What follows belongs to an exercise in optimizing a design on an open flow for small area, a short achievable clock period and few clock cycles per item; a production flow would make more cautious choices. RTL that was checked went through simulation tests only; none was proved equivalent to the original.

==> v19: inputs <==
// nccLogTop
module nccLogTop (
	input logic clk,
	input logic rst,
	input logic [8:0] inBeat,
	input logic inValid,
	output logic inReady,
	output logic signed [19:0] score,
	output logic scoreValid,
	input logic scoreReady
);
Settings: LEC_CHECK=0, ABC_AREA=1, CAP_MARGIN=20, CORE_MARGIN=2, CORE_UTILIZATION=60, SLEW_MARGIN=20; clock period 10.0 ns.
standard.sh (not shown) runs the stock make flow with config.mk's settings and CLKGATE_MAP_FILE= SYNTH_SCRIPT=/design/flow/synth_recipe.tcl, a recipe that flattens the netlist after the stock synthesis.
==> flow/flow/run.sh <==
#!/bin/bash
# The standard layout, with the port buffers made from buf_4 cells instead
# of the delay buffers buffer_ports picks by default, and timing repair
# asked to leave a setup margin.
set -euo pipefail
bash standard.sh BUFFER_PORTS_ARGS="-buffer_cell sky130_fd_sc_hd__buf_4" SETUP_SLACK_MARGIN=6.9 finish > standard.log 2>&1
==> inputs of v24, as changes to v19 <==
--- a/flow/design.v
+++ b/flow/design.v
@@ -1,27 +1,31 @@
 `default_nettype none
 package nccPkg;
 	parameter int FracBits = 5;
-	parameter int PipeBits = 68;
+	parameter int PipeBits = 69;
 endpackage
 `default_nettype wire
 `timescale 1ns/1ps
 `default_nettype none
 module logDecode (
 	input logic [7:0] mag,
 	output logic zero,
-	output logic [2:0] exp
+	output logic [2:0] exp,
+	output logic [nccPkg::FracBits-1:0] frac
 );
 	logic [3:0] upper4;
 	logic [1:0] upper2;
+	logic [7:0] justified;
 	always_comb begin
 		exp[2] = |mag[7:4];
 		upper4 = exp[2] ? mag[7:4] : mag[3:0];
 		exp[1] = |upper4[3:2];
 		upper2 = exp[1] ? upper4[3:2] : upper4[1:0];
 		exp[0] = upper2[1];
 	end
+	assign justified = mag << (3'd7 - exp);
+	assign frac = justified[6 -: nccPkg::FracBits];
 	assign zero = (mag == 8'd0);
 endmodule
 `default_nettype wire
 `timescale 1ns/1ps
 `default_nettype none
@@ -68,12 +72,12 @@
 	logic [NumTaps-1:0] negNext;
 	logic [3:0] negCountNext;
 	logic [3:0] negCount;
 	logic [NumTaps-1:0][14:0] terms;
 	logic [NumTaps-1:0] negs;
-	logic [3:0] negHigh;
-	logic [18:0] corr;
+	logic [4:0] negHigh;
+	logic [19:0] corr;
 	logic [PipeBits-1:0] pipeNext;
 	always_ff @(posedge clk or posedge rst) begin
 		if (rst) begin
 			log0 <= '0;
 			logStep <= '0;
@@ -106,11 +110,11 @@
 		logTap tap (.frac(logSum[i][4:0]), .expSum(logSum[i][8:5]),
 			.live(!dZero[i] && !wZero[i]), .descNeg(dNeg[i]),
 			.term(terms[i]), .neg(negs[i]));
 	end
 	always_comb begin
-		negHigh = 4'd0 - negCount;
+		negHigh = 5'd0 - {1'b0, negCount};
 		corr = {negHigh, 11'd0, negCount};
 	end
 	logic s0, c0, s1, c1, s2, c2, s3, c3, s4, c4, s5, c5, s6, c6, s7, c7, s8, c8, s9, c9, s10, c10, s11, c11, s12, c12, s13, c13, s14, c14, s15, c15, s16, c16, s17, c17, s18, c18, s19, c19, s20, c20, s21, c21, s22, c22, s23, c23, s24, c24, s25, c25, s26, c26, s27, c27, s28, c28, s29, c29, s30, c30, s31, c31, s32, c32, s33, c33, s34, c34, s35, c35, s36, c36, s37, c37, s38, c38, s39, c39, s40, c40, s41, c41, s42, c42, s43, c43, s44, c44, s45, c45, s46, c46, s47, c47, s48, c48, s49, c49, s50, c50, s51, c51, s52, c52, s53, c53, s54, c54, s55, c55, s56, c56, s57, c57, s58, c58, s59, c59, s60, c60, s61, c61, s62, c62, s63, c63, s64, c64, s65, c65, s66, c66, s67, c67, s68, c68, s69, c69, s70, c70, s71, c71, s72, c72, s73, c73;
 	assign s0 = terms[0][0] ^ terms[1][0] ^ terms[2][0];
 	assign c0 = (terms[0][0] & terms[1][0]) | (terms[0][0] & terms[2][0]) | (terms[1][0] & terms[2][0]);
@@ -258,11 +262,11 @@
 	assign c71 = (s41 & s42) | (s41 & s43) | (s42 & s43);
 	assign s72 = c38 ^ c39 ^ c40;
 	assign c72 = (c38 & c39) | (c38 & c40) | (c39 & c40);
 	assign s73 = corr[15] ^ c41 ^ c42;
 	assign c73 = (corr[15] & c41) | (corr[15] & c42) | (c41 & c42);
-	assign pipeNext = {corr[18], corr[17], c73, corr[16], c72, c71, s73, c43, c70, c69, s72, s71, c68, c67, s70, s69, c66, c65, s68, s67, c64, c63, s66, s65, c62, c61, s64, s63, c60, c59, s62, s61, c58, c57, s60, s59, c56, c55, s58, s57, c54, c53, s56, s55, c52, c51, s54, s53, c50, c49, s52, s51, c48, c47, s50, s49, c46, c45, s48, s47, c44, s46, s45, c1, s44, s1, s0, corr[0]};
+	assign pipeNext = {corr[19], corr[18], corr[17], c73, corr[16], c72, c71, s73, c43, c70, c69, s72, s71, c68, c67, s70, s69, c66, c65, s68, s67, c64, c63, s66, s65, c62, c61, s64, s63, c60, c59, s62, s61, c58, c57, s60, s59, c56, c55, s58, s57, c54, c53, s56, s55, c52, c51, s54, s53, c50, c49, s52, s51, c48, c47, s50, s49, c46, c45, s48, s47, c44, s46, s45, c1, s44, s1, s0, corr[0]};
 	always_ff @(posedge clk) begin
 		if (pipeLoad) pipe <= pipeNext;
 	end
 endmodule
 `default_nettype wire
@@ -306,14 +310,13 @@
 	input logic [nccPkg::PipeBits-1:0] pipe,
 	input logic sumValid,
 	output logic [19:0] score,
 	output logic scoreValid
 );
-	logic [18:0] rowA;
-	logic [18:0] rowB;
-	logic [18:0] sum;
-	logic [18:0] scoreQ;
+	logic [19:0] rowA;
+	logic [19:0] rowB;
+	logic [19:0] sum;
 	logic s74, c74, s75, c75, s76, c76, s77, c77, s78, c78, s79, c79, s80, c80, s81, c81, s82, c82, s83, c83, s84, c84, s85, c85, s86, c86, s87, c87, s88, c88, s89, c89, s90, c90, s91, c91, s92, c92, s93, c93, s94, c94, s95, c95, s96, c96, s97, c97, s98, c98, s99, c99, s100, c100, s101, c101, s102, c102, s103, c103, s104, c104, s105, c105, s106, c106;
 	assign s74 = pipe[0] ^ pipe[1];
 	assign c74 = pipe[0] & pipe[1];
 	assign s75 = pipe[4] ^ pipe[5] ^ pipe[6];
 	assign c75 = (pipe[4] & pipe[5]) | (pipe[4] & pipe[6]) | (pipe[5] & pipe[6]);
@@ -377,17 +380,16 @@
 	assign c104 = (pipe[59] & s88) | (pipe[59] & c87) | (s88 & c87);
 	assign s105 = pipe[63] ^ s89 ^ c88;
 	assign c105 = (pipe[63] & s89) | (pipe[63] & c88) | (s89 & c88);
 	assign s106 = pipe[64] ^ pipe[65] ^ c89;
 	assign c106 = (pipe[64] & pipe[65]) | (pipe[64] & c89) | (pipe[65] & c89);
-	assign rowA = {pipe[67], pipe[66], s106, s105, s104, s103, s102, s101, s100, s99, s98, s97, s96, s95, s94, s93, s92, s91, s74};
-	assign rowB = {1'b0, c106, c105, c104, c103, c102, c101, c100, c99, c98, c97, c96, c95, c94, c93, c92, c91, c90, s90};
+	assign rowA = {pipe[68], pipe[67], pipe[66], s106, s105, s104, s103, s102, s101, s100, s99, s98, s97, s96, s95, s94, s93, s92, s91, s74};
+	assign rowB = {1'b0, 1'b0, c106, c105, c104, c103, c102, c101, c100, c99, c98, c97, c96, c95, c94, c93, c92, c91, c90, s90};
 	assign sum = rowA + rowB;
 	always_ff @(posedge clk) begin
-		if (advance) scoreQ <= sum;
+		if (advance) score <= sum;
 	end
-	assign score = {scoreQ[18], scoreQ};
 	always_ff @(posedge clk or posedge rst) begin
 		if (rst) begin
 			scoreValid <= 1'b0;
 		end else if (advance) begin
 			scoreValid <= sumValid;
@@ -406,18 +408,11 @@
 	output logic signed [19:0] score,
 	output logic scoreValid,
 	input logic scoreReady
 );
 	logic advance;
-	logic [8:0] inSel;
-	logic [7:0] inMag;
-	logic inZero;
-	logic [2:0] inExp;
-	logic beatDesc;
-	logic beatSign;
-	logic [7:0] beatMag;
-	logic [7:0] beatJust;
+	logic [8:0] beatQ;
 	logic beatValid;
 	logic [8:0] skidBeat;
 	logic skidValid;
 	logic inStall;
 	logic beatLoad;
@@ -432,21 +427,12 @@
 	logic shiftDesc;
 	logic shiftWin;
 	logic [nccPkg::PipeBits-1:0] pipe;
 	assign advance = !scoreValid || scoreReady;
 	assign beatLoad = advance || !beatValid;
-	assign inSel = skidValid ? skidBeat : inBeat;
-	assign inMag = inSel[8] ? {1'b0, inSel[6:0]} : inSel[7:0];
-	logDecode decode (.mag(inMag), .zero(inZero), .exp(inExp));
 	always_ff @(posedge clk) begin
-		if (beatLoad) begin
-			beatDesc <= inSel[8];
-			beatSign <= inSel[7];
-			beatMag <= inMag;
-			beatZero <= inZero;
-			beatExp <= inExp;
-		end
+		if (beatLoad) beatQ <= skidValid ? skidBeat : inBeat;
 		if (!skidValid) skidBeat <= inBeat;
 	end
 	always_ff @(posedge clk or posedge rst) begin
 		if (rst) begin
 			beatValid <= 1'b0;
@@ -466,14 +452,15 @@
 		end else if (inValid) begin
 			inStall <= 1'b1;
 		end
 	end
 	assign inReady = !inStall;
-	assign beatJust = beatMag << (3'd7 - beatExp);
-	assign beatFrac = beatJust[6 -: nccPkg::FracBits];
-	assign descBeat = beatValid && beatDesc;
-	assign winBeat = beatValid && !beatDesc;
+	logDecode decode (
+		.mag(beatQ[8] ? {1'b0, beatQ[6:0]} : beatQ[7:0]),
+		.zero(beatZero), .exp(beatExp), .frac(beatFrac));
+	assign descBeat = beatValid && beatQ[8];
+	assign winBeat = beatValid && !beatQ[8];
 	assign shiftDesc = advance && descBeat;
 	assign shiftWin = advance && winBeat;
 	always_ff @(posedge clk or posedge rst) begin
 		if (rst) begin
 			fill <= '0;
@@ -487,11 +474,11 @@
 			end else if (winBeat && fill != 4'd8) begin
 				fill <= fill + 1'b1;
 			end
 		end
 	end
-	tapArray taps (.clk, .rst, .shiftDesc, .shiftWin, .decNeg(beatSign), .decZero(beatZero),
+	tapArray taps (.clk, .rst, .shiftDesc, .shiftWin, .decNeg(beatQ[7]), .decZero(beatZero),
 		.decExp(beatExp), .decFrac(beatFrac), .pipeLoad(advance), .pipe);
 	scoreResult result (.clk, .rst, .advance, .pipe, .sumValid(pipeScore),
 		.score, .scoreValid);
 endmodule
 `default_nettype wire
==> impl_metrics.json <==
{
  "synth_xor_area_share_pct": 3.53,
  "status": "timing/DRC/antenna clean",
  "hold_path_end": "result.scoreValid$_DFFE_PP0N_"
}
# the run above: v19

==> impl_metrics.json <==
{
  "synth_xor_area_share_pct": 6.24,
  "status": "timing/DRC/antenna clean",
  "route.met2.wl_um": 25400,
  "nFillCells": 2608,
  "ys_warn_count": 6,
  "dominant_cells": "multi-input combinational cells"
}
# the run above: v24

Testbench counts of v24, summed over its fixed seeds: cycles 3,360, items 2,848.
Function not checked in v19: the RTL went through the layout flow alone.

==> what the ideal ports hide <==
No port has a modelled driver above. Below, the same layouts with a new extraction and two added sets of constraints. Step 1, drivers: a clkbuf_16 drives clk and a buf_2 each remaining input, both assumed. Step 2 adds t to the input delays and takes it off the output delays; t is the mean of the earliest and latest rising clock arrival at the registers after step 1. Input paths then give back, and output paths get back, about the clock's delay inside the block. Slacks: ideal ports / drivers / drivers and shift; pairs: ideal ports / drivers.
run	t (ns)	setup slack, ns	worst hold slack (ns)	worst setup path at the end	pins driven straight from the clock port
v19	0.579	6.937 / 6.882 / 6.426	0.469 / 0.469 / 0.469	input to register	1
v24	0.554	6.937 / 6.905 / 6.450	0.447 / 0.447 / 0.447	input to register	1
After both steps every run listed still meets setup and hold. For v19, which loses most, drivers alone change the setup slack by -0.055 ns; drivers and shift together by -0.511 ns.
